What follows belongs to an exercise in optimizing a design on an open flow for small area and a short achievable clock period; a production flow would make more cautious choices. Only simulation tests tie the RTL to the original design; equivalence was not proved. The flow treats the clock pin as an ideal source, which a real chip does not have. Power and IR drop assume default switching activity.

## bin_mult
module bin_mult #(
  parameter int WIDTH  = 32,
  parameter int STAGES = 4
) (
  input  logic               CLK,
  input  logic               rst_n,
  input  logic [WIDTH-1:0]   A,
  input  logic [WIDTH-1:0]   B,
  output logic [2*WIDTH-1:0] C
);
  logic [31:0] a_r;
  logic [48:0] b_r;
  logic [31:0] braw_r;
  logic [3:0]  v_r;
  logic [63:0] prod;
  logic [0:0] h1_0;
  logic [0:0] h1_1;
  logic [0:0] h1_2;
  logic [0:0] h1_3;
  logic [1:0] h1_4;
  logic [2:0] h1_5;
  logic [1:0] h1_6;
  logic [1:0] h1_7;
  logic [1:0] h1_8;
  logic [1:0] h1_9;
  logic [1:0] h1_10;
  logic [1:0] h1_11;
  logic [1:0] h1_12;
  logic [1:0] h1_13;
  logic [1:0] h1_14;
  logic [1:0] h1_15;
  logic [1:0] h1_16;
  logic [1:0] h1_17;
  logic [1:0] h1_18;
  logic [1:0] h1_19;
  logic [1:0] h1_20;
  logic [1:0] h1_21;
  logic [1:0] h1_22;
  logic [1:0] h1_23;
  logic [1:0] h1_24;
  logic [1:0] h1_25;
  logic [1:0] h1_26;
  logic [1:0] h1_27;
  logic [1:0] h1_28;
  logic [1:0] h1_29;
  logic [1:0] h1_30;
  logic [1:0] h1_31;
  logic [1:0] h1_32;
  logic [2:0] h1_33;
  logic [1:0] h1_34;
  logic [2:0] h1_35;
  logic [1:0] h1_36;
  logic [2:0] h1_37;
  logic [1:0] h1_38;
  logic [0:0] h1_39;
  logic [2:0] h1_40;
  logic [0:0] h1_41;
  logic [0:0] h1_42;
  logic [1:0] h1_43;
  logic [31:0] a1_r;
  logic [48:0] b1_r;
  logic [0:0] h2_0;
  logic [0:0] h2_1;
  logic [0:0] h2_2;
  logic [0:0] h2_3;
  logic [0:0] h2_4;
  logic [0:0] h2_5;
  logic [0:0] h2_6;
  logic [0:0] h2_7;
  logic [0:0] h2_8;
  logic [1:0] h2_9;
  logic [2:0] h2_10;
  logic [1:0] h2_11;
  logic [1:0] h2_12;
  logic [1:0] h2_13;
  logic [1:0] h2_14;
  logic [1:0] h2_15;
  logic [1:0] h2_16;
  logic [1:0] h2_17;
  ...
Settings: LEC_CHECK=0, CAP_MARGIN=20, CORE_MARGIN=2, CORE_UTILIZATION=60, CTS_CLUSTER_DIAMETER=80, CTS_CLUSTER_SIZE=24, PLACE_DENSITY=0.7, SLEW_MARGIN=20; clock period 9.0 ns.
standard.sh (not shown) runs the stock make flow with config.mk's settings and CLKGATE_MAP_FILE= SYNTH_SCRIPT=/design/flow/synth_recipe.tcl, a recipe that flattens the netlist after the stock synthesis.
==> flow/flow/run.sh <==
#!/bin/bash
# Own layout flow: the standard synthesis, then a polarity pass over the mapped
# netlist (flow/polarity.py: flips full adders and 2-input gates to remove
# inverters; same registers, same function), then the standard layout steps
# with the make settings listed one per line in flow/extra.txt, and a hook
# after CTS (flow/post_cts.tcl) that lets the clock port drive the first level
# of the clock tree directly.
set -uo pipefail
R=orfs/results/sky130hd/bin_mult/base
EXTRA=()
if [[ -f flow/extra.txt ]]; then readarray -t EXTRA < <(grep -v '^\s*$' flow/extra.txt); fi
bash standard.sh synth > log_synth.txt 2>&1 || { tail -20 log_synth.txt; exit 1; }
cp $R/1_2_yosys.v $R/1_2_yosys_standard.v
python3 flow/polarity.py $R/1_2_yosys_standard.v $R/1_2_yosys_polarity.v > log_polarity.txt 2>&1 || { cat log_polarity.txt; exit 1; }
cp $R/1_2_yosys_polarity.v $R/1_2_yosys.v
rm -f $R/1_synth.odb
bash standard.sh finish "POST_CTS_TCL=$PWD/flow/post_cts.tcl" "${EXTRA[@]}" > log_layout.txt 2>&1 || { tail -20 log_layout.txt; exit 1; }
==> flow/flow/extra.txt <==
SETUP_SLACK_MARGIN=6.3
BUFFER_PORTS_ARGS=-buffer_cell sky130_fd_sc_hd__buf_1
Other scripts of this flow, unchanged in this note and not shown: flow/flow/polarity.py, flow/flow/post_cts.tcl
The baseline completed with no timing, DRC or antenna violations.
==> next run, changes <==
==> flow/flow/extra.txt (replaced) <==
SETUP_SLACK_MARGIN=6.25
BUFFER_PORTS_ARGS=-buffer_cell sky130_fd_sc_hd__buf_1
--- a/flow/config.mk
+++ b/flow/config.mk
@@ -9,6 +9,6 @@
 export CORE_MARGIN = 2
-export CORE_UTILIZATION = 60
+export CORE_UTILIZATION = 65
 export CTS_CLUSTER_DIAMETER = 80
 export CTS_CLUSTER_SIZE = 24
-export PLACE_DENSITY = 0.7
+export PLACE_DENSITY = 0.75
 export SLEW_MARGIN = 20
The changed run went through all stages and came out clean.
Area after synthesis is unchanged.
Clock power rises by about 2%.
Wire length falls by 4.7%.
==> next run, changes <==
--- a/flow/config.mk
+++ b/flow/config.mk
@@ -9,6 +9,6 @@
 export CORE_MARGIN = 2
-export CORE_UTILIZATION = 65
+export CORE_UTILIZATION = 60
 export CTS_CLUSTER_DIAMETER = 80
 export CTS_CLUSTER_SIZE = 24
-export PLACE_DENSITY = 0.75
+export PLACE_DENSITY = 0.7
 export SLEW_MARGIN = 20
Synthesized cell count is unchanged.
Clock power decreases by a few percent.
Wire length hardly moves.
Critical path depth decreases by 5.
Power decreases slightly.
Fmax decreases slightly.
Cell area hardly moves.
Die area increases by a little under a tenth.
Non-clock buffer count decreases by 1.
First-iteration DRC count decreases by about a fifth.
==> next run, changes <==
==> flow/flow/extra.txt (replaced) <==
SETUP_SLACK_MARGIN=6.2
BUFFER_PORTS_ARGS=-buffer_cell sky130_fd_sc_hd__buf_1
After rerunning: The new run completed without violations. Maximum frequency decreases by 1.9%. Register-to-register slack got worse by 0.09 ns. Cell area is lower by 0.88%. Setup slack gets worse by 0.053 ns. Synthesized cell count does not change. Clock-buffer cell count went up by 4. Via count shrinks by 0.64%. Wire length stays flat. Sequential share of layout area went up by 0.21 points. Critical path depth is higher by 4. Area after synthesis does not change.

-- port drivers added, routing unchanged --
The results above use ideal ports. As a check the final layouts listed here were re-extracted and re-timed, cells and wires unchanged. Step 1 assumes that a clkbuf_16 drives the clock port and a buf_2 every other input. Step 2, shift: input delay + t, output delay - t, t = (earliest + latest rising clock arrival at the registers) / 2. This alone moves slack from input paths to output paths. Three values: ideal, step 1, step 2; two values: the first two.
run	t, ns	setup slack, ns	clock arrival spread, ns	worst slew at a driven data input, ns	pins driven straight from the clock port
the first run	0.523	6.241 / 6.169 / 6.241	0.032 / 0.032	0.04	4
the second run	0.496	6.204 / 6.170 / 6.204	0.036 / 0.037	0.04	4
the third run	0.568	6.195 / 6.106 / 6.235	0.028 / 0.028	0.04	2
the fourth run	0.518	6.142 / 6.141 / 6.141	0.033 / 0.032	0.04	4
After both steps every run listed still meets setup and hold. For the fourth run, which loses most, drivers alone change the setup slack by -0.001 ns; drivers and shift together by -0.001 ns.
